This design comes from an exercise in tuning for small area, a short achievable clock period and few clock cycles per item on the open sky130 flow, not from production work.
At most, simulation tests tie the RTL to the original design; equivalence was not proved.
No functional check of the RTL was part of runs 1 and 9.
Power figures rest on the tool's default switching activity, not on a simulated workload.

<file path="flow/config.mk">
export PLATFORM = sky130hd
export DESIGN_NAME = sle_top
export DESIGN_NICKNAME = sle_top
export VERILOG_FILES = /design/flow/design.v
export SDC_FILE = /design/flow/constraint.sdc
export NUM_CORES = 4
export LEC_CHECK = 0
export CAP_MARGIN = 20
export CORE_MARGIN = 2
export CORE_UTILIZATION = 65
export PLACE_DENSITY = 0.8
export SETUP_SLACK_MARGIN = 1.5
export SLEW_MARGIN = 20
</file>
<file path="flow/constraint.sdc">
create_clock -name core_clock -period 3.9 [get_ports {clk}]
set_input_delay 0.7800 -clock core_clock [delete_from_list [all_inputs] [get_ports {clk}]]
set_output_delay 0.7800 -clock core_clock [all_outputs]
set_load 0.01 [all_outputs]
</file>
<file path="flow/design.v">
package sle_pkg;
    localparam int IDX_BITS = 9;
    typedef enum logic [1:0] {
        ACT_INSERT = 2'd0,
        ACT_GET    = 2'd1,
        ACT_LOCATE = 2'd2
    } action_t;
    typedef enum logic [1:0] {
        ST_DONE  = 2'd0,
        ST_RANGE = 2'd1,
        ST_FULL  = 2'd2
    } status_t;
    typedef struct packed {
        logic [1:0]         action;
        logic [4:0]         position;
        logic signed [31:0] item_value;
    } req_t;
    typedef struct packed {
        logic [1:0]         status;
        logic signed [31:0] read_value;
        logic [4:0]         found_position;
        logic [4:0]         count_now;
    } rsp_t;
    typedef struct packed {
        logic       insert_en;
        logic [4:0] slot;
    } cell_cmd_t;
endpackage
module sle_cell #(
    parameter int VALUE_BITS = 32
) (
    input  logic                  clk,
    input  logic                  hold,     
    input  logic                  shift,    
    input  logic                  load,     
    input  logic                  live,     
    input  logic                  rsel,     
    input  logic [VALUE_BITS-1:0] key,
    input  logic [VALUE_BITS-1:0] prev,
    output logic [VALUE_BITS-1:0] value,
    output logic                  hit,
    output logic [VALUE_BITS-1:0] rd
);
    logic [VALUE_BITS-1:0] value_reg;
    always_ff @(posedge clk)
    begin
        value_reg <= ({VALUE_BITS{hold}}  & value_reg) |
                     ({VALUE_BITS{shift}} & prev) |
                     ({VALUE_BITS{load}}  & key);
    end
    assign value = value_reg;
    assign hit   = live && (value_reg == key);
    assign rd    = {VALUE_BITS{rsel}} & value_reg;
endmodule
module sequential_list_engine #(
    parameter int MAX_ENTRIES = 16,
    parameter int VALUE_BITS  = 32
) (
    input  logic          clk,
    input  logic          rst_n,
    input  logic          req_valid,
    output logic          req_stall,
    input  sle_pkg::req_t req,
    output logic          rsp_valid,
    input  logic          rsp_stall,
    output sle_pkg::rsp_t rsp
);
    localparam int CNT_W = $clog2(MAX_ENTRIES + 1);
    logic [CNT_W-1:0]       count_reg;
    logic [MAX_ENTRIES-1:0] live;
    logic                   rsp_valid_reg;
    sle_pkg::rsp_t          rsp_reg;
    logic                   rsp_hold;
    logic                   accept;
    assign rsp_hold  = rsp_valid_reg && rsp_stall;
    assign req_stall = rsp_hold;
    assign accept    = req_valid && !rsp_hold;
    logic                   is_ins, is_get, is_loc;
    logic [MAX_ENTRIES:0]   at;        
    logic [MAX_ENTRIES-1:0] upto;      
    logic                   ins_in, ins_full, ins_ok, get_ok, go;
    logic [VALUE_BITS-1:0]  key;
    logic [VALUE_BITS-1:0]  cell_value [MAX_ENTRIES];
    logic [VALUE_BITS-1:0]  cell_rd    [MAX_ENTRIES];
    logic [MAX_ENTRIES-1:0] hit;
    logic [VALUE_BITS-1:0]  rd_any;
    assign key    = VALUE_BITS'($unsigned(req.item_value));
    assign is_ins = (req.action == sle_pkg::ACT_INSERT);
    assign is_get = (req.action == sle_pkg::ACT_GET);
    assign is_loc = (req.action == sle_pkg::ACT_LOCATE);
    always_comb
    begin
        for (int i = 0; i <= MAX_ENTRIES; i++)
            at[i] = (req.position == 5'(i + 1));
        for (int i = 0; i < MAX_ENTRIES; i++)
            upto[i] = (req.position != 5'd0) && (req.position <= 5'(i + 1));
    end
    always_comb
    begin
        ins_in = at[0];
        get_ok = 1'b0;
        for (int i = 0; i < MAX_ENTRIES; i++)
        begin
            ins_in = ins_in | (at[i+1] & live[i]);
            get_ok = get_ok | (at[i] & live[i]);
        end
        get_ok = get_ok & is_get;
    end
    assign ins_full = live[MAX_ENTRIES-1];
    assign ins_ok   = is_ins && ins_in && !ins_full;
    assign go       = accept && ins_ok;
    genvar k;
    generate
        for (k = 0; k < MAX_ENTRIES; k++)
        begin : g_cell
            logic [VALUE_BITS-1:0] prev;
            if (k == 0)
            begin : g_head
                assign prev = '0;
            end
            else
            begin : g_body
                assign prev = cell_value[k-1];
            end
            sle_cell #(
                .VALUE_BITS (VALUE_BITS)
            ) u_cell (
                .clk   (clk),
                .hold  (!(go && upto[k])),
                .shift (go && upto[k] && !at[k]),
                .load  (go && at[k]),
                .live  (live[k]),
                .rsel  (at[k] && is_get),
                .key   (key),
                .prev  (prev),
                .value (cell_value[k]),
                .hit   (hit[k]),
                .rd    (cell_rd[k])
            );
        end
    endgenerate
    always_comb
    begin
        rd_any = '0;
        for (int i = 0; i < MAX_ENTRIES; i++)
            rd_any = rd_any | cell_rd[i];
    end
    logic [MAX_ENTRIES-1:0] seen;      
    logic [MAX_ENTRIES-1:0] first;
    logic [4:0]             found;
    always_comb
    begin
        seen[0] = 1'b0;
        for (int i = 1; i < MAX_ENTRIES; i++)
            seen[i] = seen[i-1] | hit[i-1];
        first = hit & ~seen;
        found = '0;
        for (int i = 0; i < MAX_ENTRIES; i++)
            found = found | ({5{first[i]}} & 5'(i + 1));
    end
    logic [CNT_W-1:0] count_next;
    assign count_next = ins_ok ? count_reg + CNT_W'(1) : count_reg;
    always_ff @(posedge clk or negedge rst_n)
    begin
        if (!rst_n)
        begin
            count_reg     <= '0;
            live          <= '0;
            rsp_valid_reg <= 1'b0;
        end
        else
        begin
            if (go)
            begin
                count_reg <= count_reg + CNT_W'(1);
                live      <= {live[MAX_ENTRIES-2:0], 1'b1};
            end
            if (!rsp_hold)
                rsp_valid_reg <= req_valid;
        end
    end
    always_ff @(posedge clk)
    begin
        if (!rsp_hold)
        begin
            rsp_reg.status         <= (ins_ok || is_loc || get_ok) ? sle_pkg::ST_DONE :
                                      (is_ins && (ins_in || (at[MAX_ENTRIES] && ins_full))) ? sle_pkg::ST_FULL :
                                      sle_pkg::ST_RANGE;
            rsp_reg.read_value     <= get_ok ? $signed(rd_any) : '0;
            rsp_reg.found_position <= is_loc ? found : 5'd0;
            rsp_reg.count_now      <= 5'(count_next);
        end
    end
    assign rsp_valid = rsp_valid_reg;
    assign rsp       = rsp_reg;
endmodule
module sle_top (
    input  logic        clk,
    input  logic        rst_n,
    input  logic        req_valid,
    output logic        req_stall,
    input  logic [1:0]  req_action,
    input  logic [4:0]  req_position,
    input  logic [31:0] req_item_value,
    output logic        rsp_valid,
    input  logic        rsp_stall,
    output logic [1:0]  rsp_status,
    output logic [31:0] rsp_read_value,
    output logic [4:0]  rsp_found_position,
    output logic [4:0]  rsp_count_now
);
    sle_pkg::req_t req;
    sle_pkg::rsp_t rsp;
    assign req.action     = req_action;
    assign req.position   = req_position;
    assign req.item_value = req_item_value;
    sequential_list_engine #(
        .MAX_ENTRIES (16),
        .VALUE_BITS  (32)
    ) u_engine (
        .clk       (clk),
        .rst_n     (rst_n),
        .req_valid (req_valid),
        .req_stall (req_stall),
        .req       (req),
        .rsp_valid (rsp_valid),
        .rsp_stall (rsp_stall),
        .rsp       (rsp)
    );
    assign rsp_status         = rsp.status;
    assign rsp_read_value     = rsp.read_value;
    assign rsp_found_position = rsp.found_position;
    assign rsp_count_now      = rsp.count_now;
endmodule
</file>
<file path="flow/flow/run.sh">
#!/bin/bash
# Standard synthesis, then the standard ORFS layout with port buffers of a
# plain buffer cell and gate sizing not restricted to the cell's footprint.
set -euo pipefail
bash standard.sh synth > synth.log 2>&1
bash standard.sh MATCH_CELL_FOOTPRINT=0 "BUFFER_PORTS_ARGS=-buffer_cell sky130_fd_sc_hd__buf_2" finish > layout.log 2>&1
</file>
<file path="flow/standard.sh">
#!/bin/bash
# synth_recipe.tcl (not shown) runs the flow's synth.tcl, then flattens the netlist and writes it again
# the make line also repeats each setting of config.mk as NAME=value (left out here)
make -C /OpenROAD-flow-scripts/flow DESIGN_CONFIG=/design/flow/config.mk WORK_HOME=/design/flow/orfs CLKGATE_MAP_FILE= SYNTH_SCRIPT=/design/flow/synth_recipe.tcl "${@:-finish}"
</file>
==> results of run 1 <==
## cell usage after synthesis, types with 64 or more instances
library cell / count / share of area, %
a22o_1: 94 / 2.6
buf_2: 94 / 1.5
xnor2_1: 218 / 6.1
xor2_1: 294 / 8.2
clkbuf_1: 239 / 2.9
a22oi_1: 477 / 11
nand2_1: 871 / 10
nand3_1: 71 / 1.1
nor2_1: 64 / 0.77
a31oi_1: 65 / 1.3
dfxtp_1: 512 / 33
o21ai_0: 111 / 1.8
nor4_1: 84 / 1.7
a221oi_1: 95 / 2.7
## cell families after synthesis
kind of cell | Yosys count | synth area share [%]
buffers and inverters | 376 | 5.12
AND/OR/NAND/NOR | 1284 | 18.0
adder cells (fa/ha/maj) | 1 | 0.0399
flip-flops | 578 | 38.7
multiplexers | 70 | 2.37
AO/OA/AOI/OAI | 913 | 21.5
XOR/XNOR | 512 | 14.3
## layer usage
metal	global-route usage (%)	GRT overflow
met5	58.0	7
met4	83.7	153
met3	80.9	25
met2	96.6	186
met1	90.0	19
## worst max-delay path by stage
stage                                  start                                      end  slack [ns]  depth (start not counted)
after CTS                   u_engine.live[6]  u_engine.g_cell[0].u_cell.value_reg[12]        1.18                          9
after global placement    req_item_value[20]                      u_engine.rsp_reg[9]        0.14                          9
after floorplan              req_position[4]  u_engine.g_cell[5].u_cell.value_reg[23]        0.90                         11
after detailed placement     req_position[0]  u_engine.g_cell[8].u_cell.value_reg[25]        0.04                         10
## power groups by stage
stage	clock [mW]	combinational, mW	sequential (mW)
global placement	0	1.06	6.14
floorplan	0	0.630	6.15
detailed placement	0	1.07	6.14
CTS	5.75	1.21	6.01
## what timing repair did
item                                    4_1_cts
buffers inserted                             82
endpoints found under the setup margin      573
hold endpoints to repair                      0
pin swaps                                   214
cloned                                       60
resized for setup                           565
## metrics by stage
stage	hold WS, ns	std cells	setup WS, ns	cell area (um^2)	total power, mW
4_1_cts	0.100	4555	1.18	41200	13.0
3_5_place_dp	0.471	4301	0.0400	34700	7.21
3_3_place_gp	0.467	4301	0.137	34700	7.20
2_1_floorplan	0.455	3734	0.903	34000	6.78
==> results by group, run 1 <==
Place
  • RD Place Congestion: 1.29
  • I/O Buffers: 88
  • Post-DP HPWL: 112000 um

Floorplanning
  • Die height: 224 um
  • Die Wd: 224 um
  • Io pins: 89
  • Initial Util: 65.8%
  • Core Rows: 80

CTS
  • CTS Hold Buffers Added: 0
  • Total clock sinks: 578
  • Root Buffer: clkbuf_16
  • H-tree depth reported by CTS: 2
  • Num CTS Buffers: 59
  • Clock Path Buffers: 3

Global route
  • Pin count of the biggest net entering global routing: 61
  • First-pass GRT wire length: 322000 um
  • Vias in the first global route: 40.7k
  • GRT Overall Usage: 88.1%
  • GR Overflow Total: 390

Synthesis
  • Post-Syn Area: 0.0314 mm^2
  • Ys flop type: dfxtp_1
  • Synth Warn #: 4
  • Post-Synthesis Cells: 3734
  • Syn nets: 3778
  • Async S/R FF share, synth: 3.81%
  • Sequential area share after synthesis: 38.7%
  • Post-synth EDFFs: 44
  • Yosys cell types: 68
  • Mapped Avg Cell Area: 8.40 um^2
  • FF+latch count, synth: 578

Outcome
  • Tool Error: [ERROR GRT-0116] Global routing finished with congestion. Check the congestion regions in the DRC Viewer.
  • Stage reached: 5_1_grt
  • Status: stopped before the end
==> inputs of run 2 (changes only) <==
--- a/flow/design.v
+++ b/flow/design.v
@@ -109,6 +109,8 @@
     assign ins_full = live[MAX_ENTRIES-1];
     assign ins_ok   = is_ins && ins_in && !ins_full;
     assign go       = accept && ins_ok;
+    logic go_cells;
+    assign go_cells = accept && is_ins && !ins_full;
     genvar k;
     generate
         for (k = 0; k < MAX_ENTRIES; k++)
@@ -126,9 +128,9 @@
                 .VALUE_BITS (VALUE_BITS)
             ) u_cell (
                 .clk   (clk),
-                .hold  (!(go && upto[k])),
-                .shift (go && upto[k] && !at[k]),
-                .load  (go && at[k]),
+                .hold  (!(go_cells && upto[k])),
+                .shift (go_cells && upto[k] && !at[k]),
+                .load  (go_cells && at[k]),
                 .live  (live[k]),
                 .rsel  (at[k] && is_get),
                 .key   (key),
==> run 2 against run 1 <==
Against the previous run:
- synthesized cell count shrank 12%
- synthesized area down 4.2%
- the flow again stops in 5_1_grt
==> results by group, run 2 <==
Outcome
  • Status: stopped before the end
  • Stage reached: 5_1_grt
  • Tool Error: [ERROR GRT-0232] Routing congestion too high. Check the congestion heatmap in the GUI.

Synthesis
  • Async S/R FF share, synth: 3.81%
  • Most common cell in the netlist: dfxtp_1
  • FF+latch count, synth: 578
  • Post-synth top area cell: dfxtp_1
  • Mapped Avg Cell Area: 9.17 um^2
  • Main area contributors after synthesis: dfxtp_1 34%, a222oi_1 13%, xnor2_1 8.9%
  • Post-synth top area share: 34.1%
  • Post-Syn Area: 0.0301 mm^2
  • Sequential area share after synthesis: 40.3%
  • Most frequent cells after synthesis: 512 x dfxtp_1, 394 x a222oi_1, 336 x inv_1
  • Syn nets: 3320
  • Post-Synthesis Cells: 3276
  • Yosys cell types: 62
  • Synth Warn #: 4
  • Post-synth EDFFs: 44
  • Ys flop type: dfxtp_1

Floorplanning
  • Die height: 219 um
  • Initial Util: 66.1%
  • Io pins: 89
  • Core Rows: 78
  • Die Wd: 219 um

CTS
  • Clock Path Buffers: 3
  • Num CTS Buffers: 58
  • H-tree depth reported by CTS: 2
  • Total clock sinks: 578
  • Root Buffer: clkbuf_16

Global route
  • Pin count of the biggest net entering global routing: 34
  • GR Overflow Total: 4
  • GRT Overall Usage: 79.1%

Place
  • RD Place Congestion: 1.35
  • Post-DP HPWL: 103000 um
  • I/O Buffers: 88
## run 2: changes by cell type after synthesis, moves of 40 or more
| cell | delta |
|---|---|
| inv_1 | +324 |
| a222oi_1 | +393 |
| xor2_1 | -79 |
| nand2_1 | -541 |
| xnor2_1 | +88 |
| o21ai_0 | -104 |
| a22oi_1 | -256 |
| nand3_1 | -40 |
| a221oi_1 | -48 |
## run 2: power by group through the flow
stage	clock network, mW	logic (mW)	registers (mW)
3_3_place_gp	0	2.50	7.47
2_1_floorplan	0	1.58	7.23
3_5_place_dp	0	2.54	7.50
4_1_cts	5.57	2.73	7.39
## run 2: how the worst max path moves through the flow
| stage | start | end | slack (ns) |
|---|---|---|---|
| after CTS | req_item_value[14] | u_engine.rsp_reg[8] | 1.26 |
| after floorplan | req_position[2] | u_engine.g_cell[0].u_cell.value_reg[10] | 1.20 |
| after detailed placement | req_item_value[24] | u_engine.rsp_reg[9] | -0.66 |
| after global placement | req_item_value[23] | u_engine.rsp_reg[9] | -0.70 |
## run 2: logic make-up after synthesis
group	count (synthesis)	synth area share, %
DFF	578	40.3
adders and majority gates	1	0.0416
and+or+nand+nor	663	10.8
muxes	19	0.699
AOI/OAI and AO/OA	809	23.8
buffers and inverters	685	9.16
xor gates and xnor gates	521	15.2
## run 2: metrics by stage
step           total power, mW  instance area [um^2]  std cells  setup WS, ns  hold slack (ns)
3_5_place_dp              10.0                 31900       3787        -0.660            0.467
3_3_place_gp              9.97                 31900       3787        -0.700            0.459
4_1_cts                   15.7                 35500       3952          1.26            0.128
2_1_floorplan             8.81                 31100       3276          1.20            0.447
## run 2: metal layers
layer | GRT overflow | track usage (%)
met2 | 3 | 88.3
met1 | 0 | 82.7
met3 | 0 | 71.0
met4 | 1 | 70.5
met5 | 0 | 47.2
## run 2: timing repair
item | 4_1_cts
resized for setup | 214
hold buffers | 0
hold endpoints to repair | 0
gates cloned | 9
pin swaps | 46
buffers inserted | 48
setup endpoints to repair | 490
Testbench counts of run 2, summed over its fixed seeds: cycles 9,648, items 9,600.
==> inputs of run 3 (changes only) <==
--- a/flow/config.mk
+++ b/flow/config.mk
@@ -7,7 +7,7 @@
 export LEC_CHECK = 0
 export CAP_MARGIN = 20
 export CORE_MARGIN = 2
-export CORE_UTILIZATION = 65
-export PLACE_DENSITY = 0.8
+export CORE_UTILIZATION = 55
+export PLACE_DENSITY = 0.7
 export SETUP_SLACK_MARGIN = 1.5
 export SLEW_MARGIN = 20
==> run 3 against run 2 <==
Against the previous run:
- synthesized cell count unchanged
- synthesized area did not move
- the run again fails in 5_1_grt
==> results by group, run 3 <==
CTS
  • Num CTS Buffers: 67
  • Root Buffer: clkbuf_16
  • Total clock sinks: 578
  • H-tree depth reported by CTS: 3
  • Clock Path Buffers: 3

Synthesis
  • Post-Synthesis Cells: 3276
  • Main area contributors after synthesis: dfxtp_1 34%, a222oi_1 13%, xnor2_1 8.9%
  • Post-synth EDFFs: 44
  • Post-Syn Area: 0.0301 mm^2
  • Post-Synth Adder-Cell Area: 0.0416%
  • Ys flop type: dfxtp_1
  • Most common cell in the netlist: dfxtp_1
  • Post-Synth XOR/XNOR Area: 15.2%
  • Post-synth top area cell: dfxtp_1
  • Syn nets: 3320
  • Mux contribution to synthesized area: 0.699%
  • Post-synthesis simple-gate area fraction: 10.8%
  • Async S/R FF share, synth: 3.81%
  • Mapped Avg Cell Area: 9.17 um^2
  • Synth Warn #: 4
  • Compound-Gate Fraction of Synth Area: 23.8%
  • Sequential area share after synthesis: 40.3%
  • FF+latch count, synth: 578
  • Post-synth top area share: 34.1%
  • Largest family of logic cells by synthesized area: compound AO/OA/AOI/OAI gates
  • Most frequent cells after synthesis: 512 x dfxtp_1, 394 x a222oi_1, 336 x inv_1
  • Yosys cell types: 62

Global route
  • GRT Overall Usage: 79.8%
  • GR Overflow Total: 10
  • Pin count of the biggest net entering global routing: 33

Floorplanning
  • Die Wd: 238 um
  • Die height: 238 um
  • Core Rows: 85
  • Io pins: 89
  • Initial Util: 55.7%

Place
  • Pre-CTS setup slack: 0.133 ns
  • RD Place Congestion: 1.20
  • Post-DP Area: 0.0327 mm^2
  • Post-DP HPWL: 120000 um
  • I/O Buffers: 88

Outcome
  • Stage reached: 5_1_grt
  • Status: stopped before the end
  • Tool Error: [ERROR GRT-0232] Routing congestion too high. Check the congestion heatmap in the GUI.
run 3: per-layer routing:
layer	GRT usage, %	GRT overflow
met1	82.5	0
met2	89.3	5
met3	71.1	1
met4	73.6	4
met5	49.6	0
run 3: logic make-up after synthesis:
family,Yosys count
simple gates,663
mux,19
flops,578
xor+xnor,521
compound gates,809
fa+ha+maj,1
buf+inv,685
run 3: power by group through the flow:
stage | sequential (mW) | combinational, mW | clock [mW]
CTS | 7.41 | 3.02 | 6.58
floorplan | 7.23 | 1.58 | 0
detailed placement | 7.50 | 2.79 | 0
global placement | 7.47 | 2.75 | 0
run 3: worst max-delay path by stage:
stage,start,slack (ns),cells after the start,end
floorplan,req_position[2],1.20,10,u_engine.g_cell[0].u_cell.value_reg[10]
global placement,req_item_value[14],0.18,10,u_engine.rsp_reg[6]
detailed placement,req_position[3],0.13,9,u_engine.count_reg[3]
CTS,u_engine.g_cell[5].u_cell.value_reg[28],1.38,10,u_engine.rsp_reg[6]
run 3: stage by stage:
stage	power [mW]	std cells	hold slack, ns
4_1_cts	17.0	4166	0.116
3_5_place_dp	10.3	3970	0.469
3_3_place_gp	10.2	3968	0.461
2_1_floorplan	8.81	3276	0.447
run 3: timing repair:
item | 4_1_cts
endpoints found under the hold margin | 0
gates cloned | 24
setup endpoints to repair | 554
pin swaps | 77
resized for setup | 323
hold buffers | 0
setup buffers | 50
==> inputs of run 4 (changes only) <==
--- a/flow/config.mk
+++ b/flow/config.mk
@@ -8,6 +8,8 @@
 export CAP_MARGIN = 20
 export CORE_MARGIN = 2
 export CORE_UTILIZATION = 55
+export CTS_CLUSTER_DIAMETER = 80
+export CTS_CLUSTER_SIZE = 30
 export PLACE_DENSITY = 0.7
 export SETUP_SLACK_MARGIN = 1.5
 export SLEW_MARGIN = 20
==> run 4 against run 3 <==
Against the previous run:
- the flow again stops in 5_1_grt
- synthesized cell count is the same
- synthesized area is the same
==> results by group, run 4 <==
Floorplanning
  • Initial Util: 55.7%
  • Io pins: 89
  • Die height: 238 um
  • Core Rows: 85
  • Die Wd: 238 um

Synthesis
  • Most frequent cells after synthesis: 512 x dfxtp_1, 394 x a222oi_1, 336 x inv_1
  • Post-synth top area share: 34.1%
  • Syn nets: 3320
  • Main area contributors after synthesis: dfxtp_1 34%, a222oi_1 13%, xnor2_1 8.9%
  • Mapped Avg Cell Area: 9.17 um^2
  • Post-synth EDFFs: 44
  • Post-Synthesis Cells: 3276
  • Sequential area share after synthesis: 40.3%
  • Synth Warn #: 4
  • Yosys cell types: 62
  • Ys flop type: dfxtp_1
  • FF+latch count, synth: 578
  • Post-Syn Area: 0.0301 mm^2
  • Async S/R FF share, synth: 3.81%
  • Most common cell in the netlist: dfxtp_1
  • Post-synth top area cell: dfxtp_1

CTS
  • Clock Path Buffers: 3
  • Total clock sinks: 578
  • Num CTS Buffers: 36
  • H-tree depth reported by CTS: 2
  • Root Buffer: clkbuf_16

Place
  • RD Place Congestion: 1.20
  • I/O Buffers: 88
  • Inst Count DP: 3970
  • Post-DP HPWL: 120000 um
  • Pre-CTS setup slack: 0.133 ns

Outcome
  • Stage reached: 5_1_grt
  • Status: stopped before the end
  • Tool Error: [ERROR GRT-0232] Routing congestion too high. Check the congestion heatmap in the GUI.

Global route
  • Pin count of the biggest net entering global routing: 33
  • GRT Overall Usage: 79.7%
  • GR Overflow Total: 26
## run 4: worst max path at each step
stage	start	cells past startpoint	end	slack, ns
3_5_place_dp	req_position[3]	9	u_engine.count_reg[3]	0.13
3_3_place_gp	req_item_value[14]	10	u_engine.rsp_reg[6]	0.18
2_1_floorplan	req_position[2]	10	u_engine.g_cell[0].u_cell.value_reg[10]	1.20
4_1_cts	u_engine.g_cell[5].u_cell.value_reg[28]	10	u_engine.rsp_reg[6]	1.36
## run 4: cells by family after synthesis
group	Yosys count	share of synthesized area, %
adders and majority gates	1	0.0416
xor gates and xnor gates	521	15.2
buffers and inverters	685	9.16
muxes	19	0.699
and+or+nand+nor	663	10.8
DFF	578	40.3
AOI/OAI and AO/OA	809	23.8
## run 4: power by group through the flow
stage / registers (mW) / clock network, mW / logic, mW
floorplan: 7.23 / 0 / 1.58
global placement: 7.47 / 0 / 2.75
CTS: 7.40 / 4.53 / 3.01
detailed placement: 7.50 / 0 / 2.79
## run 4: metrics by stage
stage / area, um^2 / hold WS [ns]
after floorplan: 31100 / 0.447
after global placement: 32700 / 0.461
after detailed placement: 32700 / 0.469
after CTS: 36200 / 0.137
## run 4: timing repair
item	CTS
pin swaps	57
resized for setup	289
buffers inserted	39
hold endpoints to repair	0
hold buffers	0
setup endpoints to repair	550
gates cloned	21
## run 4: per-layer routing
metal | overflow | GRT usage [%]
met5 | 0 | 51.4
met4 | 15 | 73.4
met3 | 1 | 71.4
met2 | 10 | 89.5
met1 | 0 | 81.5
==> inputs of run 5 (changes only) <==
--- a/flow/config.mk
+++ b/flow/config.mk
@@ -7,9 +7,7 @@
 export LEC_CHECK = 0
 export CAP_MARGIN = 20
 export CORE_MARGIN = 2
-export CORE_UTILIZATION = 55
-export CTS_CLUSTER_DIAMETER = 80
-export CTS_CLUSTER_SIZE = 30
-export PLACE_DENSITY = 0.7
+export CORE_UTILIZATION = 40
+export PLACE_DENSITY = 0.6
 export SETUP_SLACK_MARGIN = 1.5
 export SLEW_MARGIN = 20
==> run 5 against run 4 <==
Against the previous run:
- the run now finishes clean
- synthesized area unchanged
- synthesized cell count unchanged
==> results by group, run 5 <==
Floorplanning
  • Io pins: 89
  • Die height: 278 um
  • Initial Util: 40.4%
  • Die Wd: 278 um
  • Core ar.: 0.0744 mm^2
  • Core Rows: 100
  • Full die area: 0.0773 mm^2

Route
  • WL/cell: 45.4 um
  • Vias: 33.1k
  • DR WL met3: 33000 um
  • ANT nets after route: 0
  • Residual DRC: 0
  • Via/cell ratio: 7.34
  • Initial drt markers: 9421
  • Met2 WL post-DR: 80400 um
  • Total wire length: 205000 um
  • Max Used Layer: met5
  • M1 WL: 70900 um
  • TritonRoute pass-1 iters: 15

Place
  • Post-DP Area: 0.0335 mm^2
  • RD Place Congestion: 1.13
  • Pre-CTS setup slack: 0.0637 ns
  • Post-DP HPWL: 131000 um
  • I/O Buffers: 88

Global route
  • Vias in the first global route: 29.4k
  • First-pass GRT wire length: 266000 um
  • GRT Overall Usage: 50.4%
  • GR Overflow Total: 0
  • Pin count of the biggest net entering global routing: 47
  • Initial antenna violation count: 33

STA
  • Final worst slack: 1.26 ns
  • Final period util: 67.6%
  • Max-slew violation count: 0
  • Setup violators final: 0
  • RSZ-0062 raised after global routing: yes
  • Least-Margin Pin Slew: 1.10 ns
  • Skew final: 0.0263 ns
  • Fin. Hold Viols: 0
  • Slew Limit Headroom: 26.5%
  • Min Tclk post-route: 2.64 ns
  • Fmax: 0.379 GHz

Critical path
  • Critical Path AT: 2.99 ns
  • CP Capture Type: flop
  • Class of the most critical setup path: flop to flop
  • Worst-path cell chain: xor2_1 -> nor4_4 -> nand4_1 -> or4_4 -> nor3b_4 -> nand2_2 -> o311ai_2
  • CP max-delay cell: or4_4
  • Critical path's top delay family: simple AND/OR/NAND/NOR gates
  • Instance count on the critical path: 7
  • Crit path launch type: flop
  • Crit path to: u_engine.rsp_reg[6]
  • FF-to-FF End: u_engine.rsp_reg[6]
  • Reg2reg start: u_engine.g_cell[5].u_cell.value_reg[0]
  • Worst-path maximum fanout: 4
  • CP startpoint: u_engine.g_cell[5].u_cell.value_reg[0]
  • Worst path buffer plus inverter count: 0
  • Worst R2R Path Depth: 7
  • Critical Path Max Stage Delay: 0.57 ns
  • Critical Path RT: 4.25 ns
  • Flop2flop setup slack: 1.26 ns

Min path
  • Hold Path Class: primary input to asynchronous set/reset pin

Synthesis
  • Yosys cell types: 62
  • Synth Warn #: 4
  • FF+latch count, synth: 578
  • Syn nets: 3320
  • Post-synth top area share: 34.1%
  • Ys flop type: dfxtp_1
  • Async S/R FF share, synth: 3.81%
  • Post-Syn Area: 0.0301 mm^2
  • Sequential area share after synthesis: 40.3%
  • Post-Synth Adder-Cell Area: 0.0416%
  • Most common cell in the netlist: dfxtp_1
  • Post-synth EDFFs: 44
  • Compound-Gate Fraction of Synth Area: 23.8%
  • Largest family of logic cells by synthesized area: compound AO/OA/AOI/OAI gates
  • Post-synthesis simple-gate area fraction: 10.8%
  • Mux contribution to synthesized area: 0.699%
  • Most frequent cells after synthesis: 512 x dfxtp_1, 394 x a222oi_1, 336 x inv_1
  • Post-Synthesis Cells: 3276
  • Main area contributors after synthesis: dfxtp_1 34%, a222oi_1 13%, xnor2_1 8.9%
  • Post-synth top area cell: dfxtp_1
  • Post-Synth XOR/XNOR Area: 15.2%
  • Mapped Avg Cell Area: 9.17 um^2

Layout
  • Final instance area: 0.0387 mm^2
  • Final #Nets: 3512
  • Max reg flops: 512
  • Most common cell after layout, fill and taps aside: dfxtp_1
  • Fill count: 6783
  • Layout area overhead: 28.9%
  • Share of cells above drive strength 1: 24.2%
  • Most frequent cells in the layout: 478 x dfxtp_1, 394 x a222oi_1, 336 x inv_1, 323 x nand2_1, 264 x buf_4

CTS
  • CTS tree: built
  • CTS clock-pin slew for the worst setup and hold paths: 0.06 ns
  • CTS Hold Buffers Added: 0
  • Num CTS Buffers: 67
  • Clock Path Buffers: 3
  • H-tree depth reported by CTS: 3
  • Root Buffer: clkbuf_16
  • Total clock sinks: 578
  • Clock latency (worst-skew pair): 0.64 ns

Outcome
  • Status: no timing/DRC/antenna violations

Power and ir drop
  • Pleak: 17.1 nW
  • Power Dens Cells: 454 mW/mm^2
  • Worst VDD drop: 0.369 mV
  • Power Total: 17.6 mW

Run
  • Number of max-cap violations: 0
## run 5: cell counts after synthesis
Identical to the previous run, type by type.
## run 5: metrics by stage
stage	std cells	hold slack [ns]	util (%)	setup TNS, ns
floorplan	3276	0.447	-	0
global placement	4275	0.463	45.0	-0.428
detailed placement	4275	0.465	45.0	0
CTS	4450	0.114	50.7	0
global route	4492	0.168	52.0	0
finish	4508	0.122	52.0	0
## run 5: timing repair
action                                  4_1_cts  5_1_grt
endpoints found under the setup margin      575      238
gates resized for setup                     305       92
gates cloned                                 13        7
setup buffers                                42       31
pin swaps                                    57       30
## run 5: cell families (layout without fill, tap and decap cells)
group / count (synthesis) / count (layout)
AOI/OAI and AO/OA: 809 / 809
other: 0 / 20
and+or+nand+nor: 663 / 663
muxes: 19 / 19
DFF: 578 / 578
xor gates and xnor gates: 521 / 521
adders and majority gates: 1 / 1
buffers and inverters: 685 / 928
## run 5: worst min-delay path by stage
| stage | slack (ns) | cells after the start | endpoint |
|---|---|---|---|
| 4_1_cts | 0.11 | 1 | u_engine.live[3] |
| 5_1_grt | 0.17 | 1 | u_engine.live[3] |
| 2_1_floorplan | 0.45 | 2 | u_engine.g_cell[15].u_cell.value_reg[7] |
| 6_report | 0.12 | 1 | u_engine.live[3] |
| 3_5_place_dp | 0.46 | 2 | u_engine.g_cell[15].u_cell.value_reg[10] |
| 3_3_place_gp | 0.46 | 2 | u_engine.g_cell[15].u_cell.value_reg[1] |
## run 5: cell type report
class / instances / area (um^2) / share of cell area [%]
diodes: 20 / 50.0 / 0.129
multi-input cells: 2013 / 17000 / 43.8
flip-flops and latches: 578 / 12200 / 31.4
well taps: 969 / 1210 / 3.13
repair buffers: 471 / 4830 / 12.5
clock buffers: 92 / 1930 / 4.99
inverters: 337 / 1260 / 3.27
clock inverters: 28 / 280 / 0.723
## run 5: layer usage
layer | GRT usage, % | vias up
li1 | - | 12700
met1 | 61.3 | 15900
met2 | 71.1 | 3413
met3 | 21.6 | 1045
met4 | 35.9 | 30
met5 | 0.938 | -
## run 5: power breakdown
part | switching [mW] | internal, mW | total (mW) | leakage, nW
clock | 2.79 | 3.75 | 6.54 | 1.09
sequential | 0.989 | 6.59 | 7.58 | 4.94
combinational | 2.14 | 1.32 | 3.45 | 11.0
total | 5.91 | 11.7 | 17.6 | 17.1
==> inputs of run 6 (changes only) <==
--- a/flow/config.mk
+++ b/flow/config.mk
@@ -8,6 +8,8 @@
 export CAP_MARGIN = 20
 export CORE_MARGIN = 2
 export CORE_UTILIZATION = 40
+export CTS_CLUSTER_DIAMETER = 60
+export CTS_CLUSTER_SIZE = 20
 export PLACE_DENSITY = 0.6
 export SETUP_SLACK_MARGIN = 1.5
 export SLEW_MARGIN = 20
==> run 6 against run 5 <==
Against the previous run:
- flip-flop and latch count unchanged
- critical path type is now primary input to flop
- routed wire length down 1.2%
- highest routed layer unchanged
- critical path depth up 3
- clock-buffer cell count down 34
- clock power down 9.3%
- sequential power about the same
- fmax up 0.54%
- non-clock buffer count down 13
- critical endpoint is now u_engine.rsp_reg[7]
==> results by group, run 6 <==
Route
  • Via/cell ratio: 7.29
  • Initial drt markers: 9465
  • Residual DRC: 0
  • Vias: 32.6k
  • Total wire length: 202000 um
  • WL/cell: 45.3 um
  • TritonRoute pass-1 iters: 13
  • ANT nets after route: 0

Layout
  • Max reg flops: 512
  • Fill count: 6894
  • Most common cell after layout, fill and taps aside: dfxtp_1
  • Most frequent cells in the layout: 481 x dfxtp_1, 394 x a222oi_1, 336 x inv_1, 322 x nand2_1, 265 x buf_4
  • Share of cells above drive strength 1: 23.6%
  • Final instance area: 0.0380 mm^2
  • Fin cells: 4472
  • Final design utilization: 51.0%
  • Layout area overhead: 26.4%
  • Final #Nets: 3487

STA
  • Min Tclk post-route: 2.62 ns
  • Fmax: 0.381 GHz
  • Skew final: 0.0407 ns
  • Setup TNS: 0 ns
  • Least-Margin Pin Slew: 0.908 ns
  • Final period util: 67.3%
  • Final worst slack: 1.28 ns
  • Setup violators final: 0
  • RSZ-0062 raised after global routing: yes
  • Hold Slack: 0.0975 ns
  • Fin. Hold Viols: 0
  • Max-slew violation count: 0
  • Slew Limit Headroom: 39.3%

CTS
  • CTS tree: built
  • Root Buffer: clkbuf_16
  • H-tree depth reported by CTS: 2
  • CTS clock-pin slew for the worst setup and hold paths: 0.08 ns
  • Clock Path Buffers: 3
  • Num CTS Buffers: 55
  • Total clock sinks: 578
  • Clock latency (worst-skew pair): 0.66 ns
  • CTS Hold Buffers Added: 0

Power and ir drop
  • Pleak: 16.7 nW
  • Worst VDD drop: 0.401 mV
  • Power Total: 16.9 mW
  • Power Dens Cells: 445 mW/mm^2

Critical path
  • CP Capture Type: flop
  • Worst-path maximum fanout: 17
  • Critical Path AT: 3.00 ns
  • Critical Path RT: 4.28 ns
  • CP max-delay cell: xor2_1
  • Class of the most critical setup path: primary input to flop
  • Flop2flop setup slack: 1.30 ns
  • CP dominant cell by count: buf_4
  • Critical Path Max Stage Delay: 0.62 ns
  • Crit path launch type: primary input
  • Worst-path cell chain: buf_4 -> buf_12 -> xor2_1 -> nor4_1 -> nand4_1 -> nor4_2 -> buf_4 -> nand3b_1 -> a211oi_2 -> nor2_1

Global route
  • Met2 usage: 71.0%
  • Vias in the first global route: 29.1k
  • GR peak layer: met2
  • GRT Overall Usage: 49.6%
  • First-pass GRT wire length: 263000 um
  • Met1 GRT Util: 60.7%
  • Initial antenna violation count: 27
  • GR Overflow Total: 0
  • Pin count of the biggest net entering global routing: 34
  • Met3 usage: 20.5%

Min path
  • Hold Path Class: primary input to asynchronous set/reset pin

Place
  • Pre-CTS setup slack: 0.0637 ns
  • Inst Count DP: 4275
  • I/O Buffers: 88
  • RD Place Congestion: 1.13
  • Post-DP HPWL: 131000 um
  • Post-DP Area: 0.0335 mm^2

Synthesis
  • Ys flop type: dfxtp_1
  • Async S/R FF share, synth: 3.81%
  • Sequential area share after synthesis: 40.3%
  • Yosys cell types: 62
  • Post-Synthesis Cells: 3276
  • Post-synth EDFFs: 44
  • Main area contributors after synthesis: dfxtp_1 34%, a222oi_1 13%, xnor2_1 8.9%
  • Mapped Avg Cell Area: 9.17 um^2
  • Most common cell in the netlist: dfxtp_1
  • Most frequent cells after synthesis: 512 x dfxtp_1, 394 x a222oi_1, 336 x inv_1
  • Synth Warn #: 4
  • FF+latch count, synth: 578
  • Post-Syn Area: 0.0301 mm^2
  • Post-synth top area share: 34.1%
  • Syn nets: 3320
  • Post-synth top area cell: dfxtp_1

Floorplanning
  • Core Rows: 100
  • Core ar.: 0.0744 mm^2
  • Initial Util: 40.4%
  • Die Wd: 278 um
  • Io pins: 89
  • Die height: 278 um
  • Full die area: 0.0773 mm^2

Outcome
  • Status: no timing/DRC/antenna violations

Run
  • Number of max-cap violations: 0
run 6: cell counts after synthesis:
Identical to the previous run, type by type.
run 6: final cells by class:
| class | count | area [um^2] | share of cell area (%) |
|---|---|---|---|
| clock buffer | 58 | 1450 | 3.82 |
| antenna | 14 | 35.0 | 0.0923 |
| clock inverter | 45 | 493 | 1.30 |
| timing repair buffer | 458 | 4470 | 11.8 |
| multi-input combinational | 2013 | 16900 | 44.4 |
| inverter | 337 | 1260 | 3.33 |
| sequential | 578 | 12200 | 32.1 |
| tap | 969 | 1210 | 3.19 |
run 6: cells by family after synthesis:
family,synth area share (%)
muxes,0.699
buffers and inverters,9.16
xor gates and xnor gates,15.2
adders and majority gates,0.0416
and+or+nand+nor,10.8
AOI/OAI and AO/OA,23.8
DFF,40.3
run 6: repair_timing:
item,in CTS,in global routing
gates resized for setup,284,69
pin swaps,47,17
hold endpoints to repair,0,0
setup endpoints to repair,575,266
setup buffers,44,22
gates cloned,7,7
run 6: path summary, 6_finish.rpt:
kind                                                     startpoint  cells past startpoint                                       end
setup / recovery                                  req_item_value[3]                     10                       u_engine.rsp_reg[7]
hold / removal                                                rst_n                      1                          u_engine.live[3]
setup reg to reg           u_engine.g_cell[10].u_cell.value_reg[17]                      9                       u_engine.rsp_reg[7]
hold reg to reg            u_engine.g_cell[15].u_cell.value_reg[17]                      2  u_engine.g_cell[15].u_cell.value_reg[17]
max in group asynchronous                                     rst_n                      1                    u_engine.rsp_valid_reg
min in group core_clock                          req_item_value[23]                      3  u_engine.g_cell[13].u_cell.value_reg[23]
run 6: critical path: cells and delay by family:
kind            cells  cell delay, ns
simple gates        5            0.72
buf+inv             3            0.58
xor+xnor            1            0.62
compound gates      1            0.27
run 6: layer usage:
metal,routed length (um),vias up,part of all wire [%]
li1,-,12600,-
met1,70300,15600,35
met2,79900,3370,39
met3,32400,964,16
met4,19600,32,9.7
met5,284,-,0.14
run 6: power breakdown:
| part | switching, mW | total (mW) | internal [mW] |
|---|---|---|---|
| registers | 0.981 | 7.56 | 6.58 |
| logic | 2.11 | 3.39 | 1.28 |
| clock network | 2.98 | 5.93 | 2.95 |
==> inputs of run 7 (changes only) <==
==> flow/config.mk (replaced) <==
export PLATFORM = sky130hd
export DESIGN_NAME = sle_top
export DESIGN_NICKNAME = sle_top
export VERILOG_FILES = /design/flow/design.v
export SDC_FILE = /design/flow/constraint.sdc
export NUM_CORES = 4
export LEC_CHECK = 0
export CAP_MARGIN = 10
export CORE_MARGIN = 2
export CORE_UTILIZATION = 40
export PLACE_DENSITY = 0.6
export SETUP_SLACK_MARGIN = 1.3
export SLEW_MARGIN = 10
==> run 7 against run 6 <==
Against the previous run:
- still clean
- register-to-register slack got worse by 0.17 ns
- critical path depth decreased by 1
- power increased by 4.2%
- cell count about the same
- setup slack got worse by 0.18 ns
- routed wire length decreased by 6.1%
- sequential share of layout area about the same
- synthesized cell count unchanged
- clock-buffer cell count increased by 36
- clock skew decreased by 0.0088 ns
- clock power increased by 15%
- critical endpoint is now u_engine.rsp_reg[5]
- largest cell class unchanged
- highest routed layer unchanged
==> results by group, run 7 <==
Power and ir drop
  • Sequential Power Share: 43.1%
  • Internal power: 11.8 mW
  • Worst VDD drop: 0.310 mV
  • Sw Ratio: 32.8%
  • Power Total: 17.6 mW
  • Pleak: 16.7 nW
  • Power Dens Cells: 463 mW/mm^2
  • Net Sw Power: 5.77 mW
  • Clock power frac: 38.6%
  • Comb power frac: 18.3%

STA
  • Fmax: 0.356 GHz
  • Slew Limit Headroom: 27.0%
  • Least-Margin Pin Slew: 1.09 ns
  • Fin. Hold Viols: 0
  • Min Tclk post-route: 2.81 ns
  • Max-slew violation count: 0
  • RSZ-0062 raised after global routing: yes
  • Final period util: 72.0%
  • Setup TNS: 0 ns
  • Final worst slack: 1.09 ns
  • Setup violators final: 0
  • Skew final: 0.0320 ns

Critical path
  • Worst-path cell chain: clkbuf_4 -> buf_4 -> xnor2_1 -> nand4_1 -> nor4_1 -> nand3_1 -> a21boi_0 -> o21bai_1 -> o211ai_1
  • Worst-path maximum fanout: 12
  • Critical Path Max Stage Delay: 0.46 ns
  • Critical Path RT: 4.24 ns
  • CP max-delay cell: xnor2_1
  • CP Capture Type: flop
  • Critical Path AT: 3.15 ns
  • Class of the most critical setup path: primary input to flop
  • Crit path launch type: primary input
  • Flop2flop setup slack: 1.13 ns
  • Critical path's top delay family: simple AND/OR/NAND/NOR gates
  • Worst path buffer plus inverter count: 2

Route
  • Total wire length: 190000 um
  • WL/cell: 42.5 um
  • Via/cell ratio: 7.35
  • Initial drt markers: 9586
  • ANT nets after route: 0
  • Residual DRC: 0
  • TritonRoute pass-1 iters: 13
  • Vias: 32.9k

Floorplanning
  • Core ar.: 0.0744 mm^2
  • Initial Util: 40.4%
  • Io pins: 89
  • Die Wd: 278 um
  • Core Rows: 100
  • Die height: 278 um
  • Full die area: 0.0773 mm^2

CTS
  • Total clock sinks: 578
  • Num CTS Buffers: 67
  • CTS tree: built
  • CTS clock-pin slew for the worst setup and hold paths: 0.06 ns
  • H-tree depth reported by CTS: 3
  • Clock Path Buffers: 3
  • Root Buffer: clkbuf_16
  • Clock latency (worst-skew pair): 0.64 ns

Synthesis
  • Post-Syn Area: 0.0301 mm^2
  • Main area contributors after synthesis: dfxtp_1 34%, a222oi_1 13%, xnor2_1 8.9%
  • Mapped Avg Cell Area: 9.17 um^2
  • Syn nets: 3320
  • FF+latch count, synth: 578
  • Post-Synthesis Cells: 3276
  • Post-synth EDFFs: 44
  • Post-synth top area share: 34.1%
  • Post-synth top area cell: dfxtp_1
  • Most common cell in the netlist: dfxtp_1
  • Yosys cell types: 62
  • Synth Warn #: 4
  • Ys flop type: dfxtp_1
  • Async S/R FF share, synth: 3.81%
  • Sequential area share after synthesis: 40.3%
  • Most frequent cells after synthesis: 512 x dfxtp_1, 394 x a222oi_1, 336 x inv_1

Layout
  • Fill count: 6847
  • Most common cell after layout, fill and taps aside: dfxtp_1
  • Final design utilization: 51.0%
  • Fin cells: 4476
  • Max reg flops: 512
  • Most frequent cells in the layout: 485 x dfxtp_1, 394 x a222oi_1, 336 x inv_1, 326 x nand2_1
  • Final #Nets: 3486
  • Share of cells above drive strength 1: 22.6%
  • Layout area overhead: 26.5%

Place
  • RD Place Congestion: 1.19
  • Post-DP HPWL: 129000 um
  • Inst Count DP: 4272
  • I/O Buffers: 88
  • Pre-CTS setup slack: -0.0803 ns

Global route
  • GR Overflow Total: 0
  • Vias in the first global route: 29.2k
  • First-pass GRT wire length: 253000 um
  • Pin count of the biggest net entering global routing: 33
  • GRT Overall Usage: 47.2%
  • Initial antenna violation count: 21

Min path
  • Hold Path Class: primary input to asynchronous set/reset pin

Run
  • Number of max-cap violations: 0

Outcome
  • Status: no timing/DRC/antenna violations
## run 7: power by group through the flow
stage | logic (mW) | clock network [mW] | registers (mW)
2_1_floorplan | 1.53 | 0 | 7.23
3_3_place_gp | 2.74 | 0 | 7.58
3_5_place_dp | 2.74 | 0 | 7.57
4_1_cts | 2.86 | 6.76 | 7.46
5_1_grt | 3.24 | 6.99 | 7.58
6_report | 3.22 | 6.79 | 7.57
## run 7: area by class of cell
cell class,instances,area [um^2],area share [%]
multi-input cells,2013,16800,44.1
flip-flops and latches,578,12200,32.0
repair buffers,445,4260,11.2
clock buffers,94,1970,5.20
inverters,337,1260,3.33
well taps,969,1210,3.19
clock inverters,27,329,0.866
diodes,13,32.5,0.0856
## run 7: cells by family (layout without fill, tap and decap cells)
logic type / Yosys count / count (layout) / share of synthesized area [%]
buffers and inverters: 685 / 903 / 9.16
multiplexers: 19 / 19 / 0.699
AND/OR/NAND/NOR: 663 / 663 / 10.8
XOR/XNOR: 521 / 521 / 15.2
adder cells (fa/ha/maj): 1 / 1 / 0.0416
AO/OA/AOI/OAI: 809 / 809 / 23.8
other: 0 / 13 / 0
flip-flops: 578 / 578 / 40.3
## run 7: path summary, 6_finish.rpt
| path | startpoint | end | depth (start not counted) |
|---|---|---|---|
| setup / recovery | req_item_value[14] | u_engine.rsp_reg[5] | 9 |
| setup reg to reg | u_engine.g_cell[4].u_cell.value_reg[21] | u_engine.rsp_reg[6] | 9 |
| hold / removal | rst_n | u_engine.rsp_valid_reg | 1 |
| max in group asynchronous | rst_n | u_engine.count_reg[4] | 1 |
| hold reg to reg | u_engine.g_cell[15].u_cell.value_reg[10] | u_engine.g_cell[15].u_cell.value_reg[10] | 2 |
| min in group core_clock | req_valid | u_engine.rsp_valid_reg | 2 |
## run 7: through the flow
stage	cell area (um^2)	hold WS, ns
final	38000	0.127
after global routing	38000	0.167
after CTS	36600	0.129
after detailed placement	33400	0.464
after global placement	33400	0.460
after floorplan	30500	0.447
## run 7: timing repair
action | CTS | global route
gates cloned | 3 | 7
setup buffers | 13 | 46
hold buffers | 0 | 0
pin swaps | 31 | 36
setup endpoints to repair | 454 | 162
gates resized for setup | 161 | 174
## run 7: worst register-to-register path, cell delays in order, from the launching register on
cell,delay (ns)
dfxtp_1,0.42
xor2_1,0.19
nor4_2,0.36
buf_4,0.19
nand3_1,0.27
or3_1,0.52
nand2_1,0.20
o211ai_1,0.12
nand2_1,0.11
o311ai_2,0.10
## run 7: routing by layer
metal,up-vias,part of all wire (%),GRT usage [%]
li1,12600,-,-
met1,15700,35,57.4
met2,3566,39,65.8
met3,1005,16,21.0
met4,20,9.9,33.6
met5,-,0.15,2.38
==> inputs of run 8 (changes only) <==
--- a/flow/design.v
+++ b/flow/design.v
@@ -147,6 +147,7 @@
         for (int i = 0; i < MAX_ENTRIES; i++)
             rd_any = rd_any | cell_rd[i];
     end
+    logic [MAX_ENTRIES-1:0] dup;
     logic [MAX_ENTRIES-1:0] seen;      
     logic [MAX_ENTRIES-1:0] first;
     logic [4:0]             found;
@@ -155,10 +156,20 @@
         seen[0] = 1'b0;
         for (int i = 1; i < MAX_ENTRIES; i++)
             seen[i] = seen[i-1] | hit[i-1];
-        first = hit & ~seen;
+        first = hit & ~dup;
         found = '0;
         for (int i = 0; i < MAX_ENTRIES; i++)
             found = found | ({5{first[i]}} & 5'(i + 1));
+    end
+    always_ff @(posedge clk)
+    begin
+        for (int i = 0; i < MAX_ENTRIES; i++)
+        begin
+            if (go_cells && at[i])
+                dup[i] <= seen[i];
+            else if (go_cells && upto[i] && i > 0)
+                dup[i] <= dup[(i > 0) ? i - 1 : 0] | hit[(i > 0) ? i - 1 : 0];
+        end
     end
     logic [CNT_W-1:0] count_next;
     assign count_next = ins_ok ? count_reg + CNT_W'(1) : count_reg;
==> flow/config.mk (replaced) <==
export PLATFORM = sky130hd
export DESIGN_NAME = sle_top
export DESIGN_NICKNAME = sle_top
export VERILOG_FILES = /design/flow/design.v
export SDC_FILE = /design/flow/constraint.sdc
export NUM_CORES = 4
export LEC_CHECK = 0
export CAP_MARGIN = 20
export CORE_MARGIN = 2
export CORE_UTILIZATION = 40
export PLACE_DENSITY = 0.6
export SETUP_SLACK_MARGIN = 1.5
export SLEW_MARGIN = 20
==> run 8 against run 7 <==
Against the previous run:
- highest routed layer unchanged
- fmax is 4.6% higher
- critical path depth stayed put
- sequential power is 2% higher
- die area is 4.9% higher
- clock skew is 0.0032 ns lower
- critical path type is now flop to flop
==> results by group, run 8 <==
Critical path
  • Flop2flop setup slack: 1.22 ns
  • Worst R2R Path Depth: 9
  • Worst-path maximum fanout: 4
  • FF-to-FF End: u_engine.rsp_reg[7]
  • Reg2reg start: u_engine.g_cell[13].u_cell.value_reg[26]
  • Class of the most critical setup path: flop to flop
  • Crit path launch type: flop
  • Critical Path AT: 3.13 ns
  • CP Capture Type: flop
  • Critical Path RT: 4.35 ns

Place
  • Post-DP HPWL: 137000 um
  • Inst Count DP: 4462
  • RD Place Congestion: 1.12
  • I/O Buffers: 88

Synthesis
  • Most frequent cells after synthesis: 512 x dfxtp_1, 346 x xor2_1, 337 x nand2_1
  • Async S/R FF share, synth: 3.71%
  • Post-Syn Area: 0.0316 mm^2
  • Post-Synth XOR/XNOR Area: 14.5%
  • Post-synth top area share: 32.5%
  • Synth Warn #: 4
  • Syn nets: 3461
  • FF+latch count, synth: 593
  • Main area contributors after synthesis: dfxtp_1 32%, xor2_1 9.6%, a222oi_1 9.1%
  • Post-synth EDFFs: 59
  • Mapped Avg Cell Area: 9.24 um^2
  • Largest family of logic cells by synthesized area: compound AO/OA/AOI/OAI gates
  • Mux contribution to synthesized area: 0.769%
  • Sequential area share after synthesis: 39.8%
  • Compound-Gate Fraction of Synth Area: 23.8%
  • Most common cell in the netlist: dfxtp_1
  • Yosys cell types: 70
  • Post-Synth Adder-Cell Area: 0.119%
  • Post-synth top area cell: dfxtp_1
  • Post-synthesis simple-gate area fraction: 11.6%
  • Post-Synthesis Cells: 3415
  • Ys flop type: dfxtp_1

Floorplanning
  • Full die area: 0.0812 mm^2
  • Io pins: 89
  • Die Wd: 285 um
  • Die height: 285 um
  • Initial Util: 40.6%
  • Core ar.: 0.0777 mm^2
  • Core Rows: 102

Layout
  • Final #Nets: 3637
  • Most common cell after layout, fill and taps aside: dfxtp_1
  • Fill count: 7090
  • Fin cells: 4695
  • Layout area overhead: 28.5%
  • Share of cells above drive strength 1: 26.2%
  • Most frequent cells in the layout: 476 x dfxtp_1, 315 x nand2_1, 306 x xor2_1, 291 x inv_1, 288 x a222oi_1
  • Max reg flops: 512

Route
  • DR WL met3: 34900 um
  • Met2 WL post-DR: 79200 um
  • Residual DRC: 0
  • ANT nets after route: 0
  • Vias: 34.3k
  • Total wire length: 206000 um
  • WL/cell: 43.8 um
  • Via/cell ratio: 7.31
  • TritonRoute pass-1 iters: 14
  • Initial drt markers: 9217
  • M1 WL: 71400 um
  • Max Used Layer: met5

Global route
  • Vias in the first global route: 30.7k
  • GR Overflow Total: 0
  • Initial antenna violation count: 18
  • Pin count of the biggest net entering global routing: 40
  • First-pass GRT wire length: 272000 um
  • GRT Overall Usage: 48.7%

STA
  • Fin. Hold Viols: 0
  • Hold Slack: 0.124 ns
  • Slew Limit Headroom: 25.3%
  • Final period util: 68.8%
  • Least-Margin Pin Slew: 1.12 ns
  • Setup violators final: 0
  • Skew final: 0.0288 ns
  • RSZ-0062 raised after global routing: yes
  • Max-slew violation count: 0
  • Fmax: 0.373 GHz
  • Setup TNS: 0 ns
  • Min Tclk post-route: 2.68 ns

Power and ir drop
  • Power Dens Cells: 447 mW/mm^2
  • Power Total: 18.2 mW
  • Worst VDD drop: 0.374 mV
  • Pleak: 17.9 nW

CTS
  • Clock latency (worst-skew pair): 0.64 ns
  • Clock Path Buffers: 3
  • CTS tree: built
  • CTS clock-pin slew for the worst setup and hold paths: 0.06 ns
  • Root Buffer: clkbuf_16
  • Total clock sinks: 593
  • H-tree depth reported by CTS: 3
  • Num CTS Buffers: 70

Min path
  • Hold Path Class: primary input to asynchronous set/reset pin

Run
  • Number of max-cap violations: 0

Outcome
  • Status: no timing/DRC/antenna violations
-- run 8: changes by cell type after synthesis, sizes merged, moves of 15 or more --
cell	previous run	this run
a22oi	221	257
edfxtp	44	59
a22o	76	114
and3	21	67
inv	337	293
nor4	66	86
a221oi	47	81
xor2	215	346
o21ai	10	61
a222oi	394	288
and4	18	3
xnor2	306	174
nor2	42	78
a221o	0	33
-- run 8: critical path: stages, from the launching register on --
cell and delay, ns:
dfxtp_4 0.37, xnor2_4 0.23, nand4_1 0.29, nor4_4 0.39, nand4_1 0.22, buf_4 0.20, or4_4 0.45, nor2_4 0.12
nor3_2 0.06, a31oi_1 0.16
-- run 8: layout make-up --
type | count | area [um^2] | share of cell area [%]
antenna | 9 | 22.5 | 0.0555
clock buffer | 95 | 2010 | 4.96
clock inverter | 32 | 398 | 0.981
inverter | 293 | 1100 | 2.72
multi-input combinational | 2174 | 18400 | 45.3
sequential | 593 | 12600 | 31.1
tap | 1040 | 1300 | 3.21
timing repair buffer | 459 | 4710 | 11.6
-- run 8: where the power goes --
group	internal, mW	switching [mW]
registers	6.74	0.981
logic	1.23	2.13
clock network	4.17	2.91
-- run 8: layer usage --
| layer | up-vias | global-route usage [%] |
|---|---|---|
| met2 | 3793 | 66.9 |
| met3 | 987 | 24.1 |
| met1 | 16400 | 58.8 |
| met5 | - | 2.73 |
| met4 | 18 | 33.6 |
| li1 | 13100 | - |
-- run 8: metrics by stage --
stage / instance area (um^2) / setup slack [ns] / utilization (%)
after global placement: 34800 / 0.0861 / 44.7
final: 40600 / 1.22 / 52.2
after CTS: 39100 / 1.28 / 50.3
after global routing: 40500 / 1.24 / 52.2
after detailed placement: 34800 / 0.0742 / 44.7
after floorplan: 32700 / 1.21 / -
-- run 8: worst max path at each step --
stage	from	end	slack, ns
5_1_grt	u_engine.g_cell[13].u_cell.value_reg[26]	u_engine.rsp_reg[6]	1.24
6_report	u_engine.g_cell[13].u_cell.value_reg[26]	u_engine.rsp_reg[7]	1.22
2_1_floorplan	req_position[2]	u_engine.rsp_reg[1]	1.21
3_5_place_dp	req_item_value[0]	u_engine.dup[12]	0.07
4_1_cts	u_engine.g_cell[13].u_cell.value_reg[29]	u_engine.rsp_reg[7]	1.28
3_3_place_gp	req_item_value[0]	u_engine.dup[11]	0.09
-- run 8: cells by family (layout without fill, tap and decap cells) --
| family | count (synthesis) | count (layout) |
|---|---|---|
| flip-flops | 593 | 593 |
| AND/OR/NAND/NOR | 740 | 741 |
| multiplexers | 22 | 22 |
| adder cells (fa/ha/maj) | 3 | 3 |
| buffers and inverters | 650 | 879 |
| AO/OA/AOI/OAI | 887 | 888 |
| XOR/XNOR | 520 | 520 |
| other | 0 | 9 |
-- run 8: timing repair --
action | in CTS | in global routing
hold buffers | 0 | 0
gates resized for setup | 283 | 194
pin swaps | 46 | 73
endpoints found under the setup margin | 462 | 367
gates cloned | 10 | 5
setup buffers | 46 | 36
Testbench counts of run 8, summed over its fixed seeds: cycles 9,648, items 9,600.
==> inputs of run 9 (changes only) <==
--- a/flow/design.v
+++ b/flow/design.v
@@ -72,9 +72,12 @@
     sle_pkg::rsp_t          rsp_reg;
     logic                   rsp_hold;
     logic                   accept;
+    logic                   mid_valid;
+    logic                   mid_hold;
     assign rsp_hold  = rsp_valid_reg && rsp_stall;
-    assign req_stall = rsp_hold;
-    assign accept    = req_valid && !rsp_hold;
+    assign mid_hold  = mid_valid && rsp_hold;
+    assign req_stall = mid_hold;
+    assign accept    = req_valid && !mid_hold;
     logic                   is_ins, is_get, is_loc;
     logic [MAX_ENTRIES:0]   at;        
     logic [MAX_ENTRIES-1:0] upto;      
@@ -147,31 +150,11 @@
         for (int i = 0; i < MAX_ENTRIES; i++)
             rd_any = rd_any | cell_rd[i];
     end
-    logic [MAX_ENTRIES-1:0] dup;
-    logic [MAX_ENTRIES-1:0] seen;      
-    logic [MAX_ENTRIES-1:0] first;
-    logic [4:0]             found;
-    always_comb
-    begin
-        seen[0] = 1'b0;
-        for (int i = 1; i < MAX_ENTRIES; i++)
-            seen[i] = seen[i-1] | hit[i-1];
-        first = hit & ~dup;
-        found = '0;
-        for (int i = 0; i < MAX_ENTRIES; i++)
-            found = found | ({5{first[i]}} & 5'(i + 1));
-    end
-    always_ff @(posedge clk)
-    begin
-        for (int i = 0; i < MAX_ENTRIES; i++)
-        begin
-            if (go_cells && at[i])
-                dup[i] <= seen[i];
-            else if (go_cells && upto[i] && i > 0)
-                dup[i] <= dup[(i > 0) ? i - 1 : 0] | hit[(i > 0) ? i - 1 : 0];
-        end
-    end
-    logic [CNT_W-1:0] count_next;
+    logic [CNT_W-1:0]      count_next;
+    logic [1:0]            mid_status;
+    logic [4:0]            mid_count;
+    logic                  mid_loc;
+    logic [VALUE_BITS-1:0] mid_data;
     assign count_next = ins_ok ? count_reg + CNT_W'(1) : count_reg;
     always_ff @(posedge clk or negedge rst_n)
     begin
@@ -179,6 +162,7 @@
         begin
             count_reg     <= '0;
             live          <= '0;
+            mid_valid     <= 1'b0;
             rsp_valid_reg <= 1'b0;
         end
         else
@@ -188,20 +172,48 @@
                 count_reg <= count_reg + CNT_W'(1);
                 live      <= {live[MAX_ENTRIES-2:0], 1'b1};
             end
+            if (!mid_hold)
+                mid_valid <= req_valid;
             if (!rsp_hold)
-                rsp_valid_reg <= req_valid;
+                rsp_valid_reg <= mid_valid;
         end
     end
     always_ff @(posedge clk)
     begin
+        if (!mid_hold)
+        begin
+            mid_status <= (ins_ok || is_loc || get_ok) ? sle_pkg::ST_DONE :
+                          (is_ins && (ins_in || (at[MAX_ENTRIES] && ins_full))) ? sle_pkg::ST_FULL :
+                          sle_pkg::ST_RANGE;
+            mid_loc    <= is_loc;
+            mid_data   <= get_ok ? rd_any :
+                          is_loc ? VALUE_BITS'(hit) : '0;
+            mid_count  <= 5'(count_next);
+        end
+    end
+    logic [MAX_ENTRIES-1:0] mhit;
+    logic [MAX_ENTRIES-1:0] seen;      
+    logic [MAX_ENTRIES-1:0] first;
+    logic [4:0]             found;
+    assign mhit = mid_data[MAX_ENTRIES-1:0] & {MAX_ENTRIES{mid_loc}};
+    always_comb
+    begin
+        seen[0] = 1'b0;
+        for (int i = 1; i < MAX_ENTRIES; i++)
+            seen[i] = seen[i-1] | mhit[i-1];
+        first = mhit & ~seen;
+        found = '0;
+        for (int i = 0; i < MAX_ENTRIES; i++)
+            found = found | ({5{first[i]}} & 5'(i + 1));
+    end
+    always_ff @(posedge clk)
+    begin
         if (!rsp_hold)
         begin
-            rsp_reg.status         <= (ins_ok || is_loc || get_ok) ? sle_pkg::ST_DONE :
-                                      (is_ins && (ins_in || (at[MAX_ENTRIES] && ins_full))) ? sle_pkg::ST_FULL :
-                                      sle_pkg::ST_RANGE;
-            rsp_reg.read_value     <= get_ok ? $signed(rd_any) : '0;
-            rsp_reg.found_position <= is_loc ? found : 5'd0;
-            rsp_reg.count_now      <= 5'(count_next);
+            rsp_reg.status         <= mid_status;
+            rsp_reg.read_value     <= mid_loc ? '0 : $signed(mid_data);
+            rsp_reg.found_position <= found;
+            rsp_reg.count_now      <= mid_count;
         end
     end
     assign rsp_valid = rsp_valid_reg;
--- a/flow/config.mk
+++ b/flow/config.mk
@@ -7,7 +7,7 @@
 export LEC_CHECK = 0
 export CAP_MARGIN = 20
 export CORE_MARGIN = 2
-export CORE_UTILIZATION = 40
-export PLACE_DENSITY = 0.6
-export SETUP_SLACK_MARGIN = 1.5
+export CORE_UTILIZATION = 65
+export PLACE_DENSITY = 0.8
+export SETUP_SLACK_MARGIN = 1.8
 export SLEW_MARGIN = 20
==> run 9 against run 8 <==
Against the previous run:
- synthesized cell count grew 3.6%
- the flow now stops in 5_1_grt
- synthesized area rose by 3.0%
==> results by group, run 9 <==
CTS
  • H-tree depth reported by CTS: 3
  • Total clock sinks: 619
  • Num CTS Buffers: 67
  • Clock Path Buffers: 3
  • Root Buffer: clkbuf_16

Floorplanning
  • Io pins: 89
  • Initial Util: 66.1%
  • Die Wd: 228 um
  • Core Rows: 81
  • Die height: 228 um

Synthesis
  • Most common cell in the netlist: dfxtp_1
  • Main area contributors after synthesis: dfxtp_1 32%, a222oi_1 10%, xor2_1 8.8%
  • Syn nets: 3582
  • Yosys cell types: 78
  • Post-synth top area cell: dfxtp_1
  • Post-Synthesis Cells: 3538
  • Most frequent cells after synthesis: 512 x dfxtp_1, 346 x nand2_1, 328 x inv_1
  • Post-Syn Area: 0.0325 mm^2
  • Ys flop type: dfxtp_1
  • Async S/R FF share, synth: 3.72%
  • Synth Warn #: 4
  • FF+latch count, synth: 619
  • Mapped Avg Cell Area: 9.18 um^2
  • Post-synth top area share: 31.5%
  • Sequential area share after synthesis: 41.1%
  • Post-synth EDFFs: 84

Outcome
  • Tool Error: [ERROR GRT-0116] Global routing finished with congestion. Check the congestion regions in the DRC Viewer.
  • Stage reached: 5_1_grt
  • Status: stopped before the end

Place
  • I/O Buffers: 88
  • Inst Count DP: 4078
  • Post-DP HPWL: 115000 um
  • Pre-CTS setup slack: 0.163 ns
  • RD Place Congestion: 1.22

Global route
  • GRT Overall Usage: 76.3%
  • First-pass GRT wire length: 285000 um
  • GR Overflow Total: 197
  • Pin count of the biggest net entering global routing: 66
  • Vias in the first global route: 38.1k
run 9: kinds of logic after synthesis:
| family | Yosys count | synth area share, % |
|---|---|---|
| compound gates | 877 | 22.4 |
| xor+xnor | 520 | 14.0 |
| fa+ha+maj | 1 | 0.0385 |
| buf+inv | 696 | 8.40 |
| flops | 619 | 41.1 |
| mux | 71 | 2.58 |
| simple gates | 754 | 11.5 |
run 9: layer usage:
layer	track usage, %	overflow
met5	28.1	0
met4	70.2	94
met3	63.0	1
met2	89.0	101
met1	80.7	1
run 9: repair_timing:
item                                    in CTS
gates resized for setup                    509
setup buffers                              158
pin swaps                                  188
hold endpoints to repair                     0
hold buffers                                 0
endpoints found under the setup margin     573
gates cloned                                48
run 9: worst max path at each step:
stage / to / slack, ns
2_1_floorplan: u_engine.live[10] / 1.19
3_3_place_gp: u_engine.mid_data[14] / 0.15
3_5_place_dp: u_engine.mid_data[14] / 0.16
4_1_cts: u_engine.mid_count[2] / 1.51
run 9: through the flow:
step / hold slack, ns / area [um^2]
global placement: 0.403 / 34300
detailed placement: 0.408 / 34300
CTS: 0.140 / 40800
floorplan: 0.400 / 33900
run 9: power by group through the flow:
stage | logic [mW] | clock network [mW] | registers, mW
after global placement | 2.56 | 0 | 8.48
after CTS | 3.01 | 6.48 | 8.39
after floorplan | 1.80 | 0 | 7.92
after detailed placement | 2.63 | 0 | 8.51

what the ideal ports hide:
How much do the figures lean on ideal ports? The routed layouts below were timed once more, with nothing changed but the port constraints.
Step 1 (the two cells are an assumption about what drives the block):
set clk [get_ports {clk}]
set_driving_cell -lib_cell sky130_fd_sc_hd__clkbuf_16 $clk
set_driving_cell -lib_cell sky130_fd_sc_hd__buf_2 [delete_from_list [all_inputs] $clk]
Step 2 also shifts input and output timing later by t, the mid clock arrival at the registers, as if the neighbouring blocks saw the same clock.
Three values: no drivers, after step 1, after step 2; two values: the first two.
run | t (ns) | slack for setup (ns) | worst setup path after step 2 | clock arrival spread, ns | worst data-port slew with drivers (ns)
run 5 | 0.700 | 1.262 / 1.262 / 0.622 | input to register | 0.028 / 0.028 | 0.08
run 6 | 0.708 | 1.276 / 1.300 / 0.608 | input to register | 0.040 / 0.041 | 0.09
run 7 | 0.694 | 1.093 / 1.134 / 0.451 | input to register | 0.035 / 0.035 | 0.10
run 8 | 0.687 | 1.217 / 1.217 / 0.585 | input to register | 0.030 / 0.030 | 0.12
After both steps setup and hold are still met in every run listed. For run 6, which loses most, drivers alone change the setup slack by +0.024 ns; drivers and shift together by -0.668 ns.
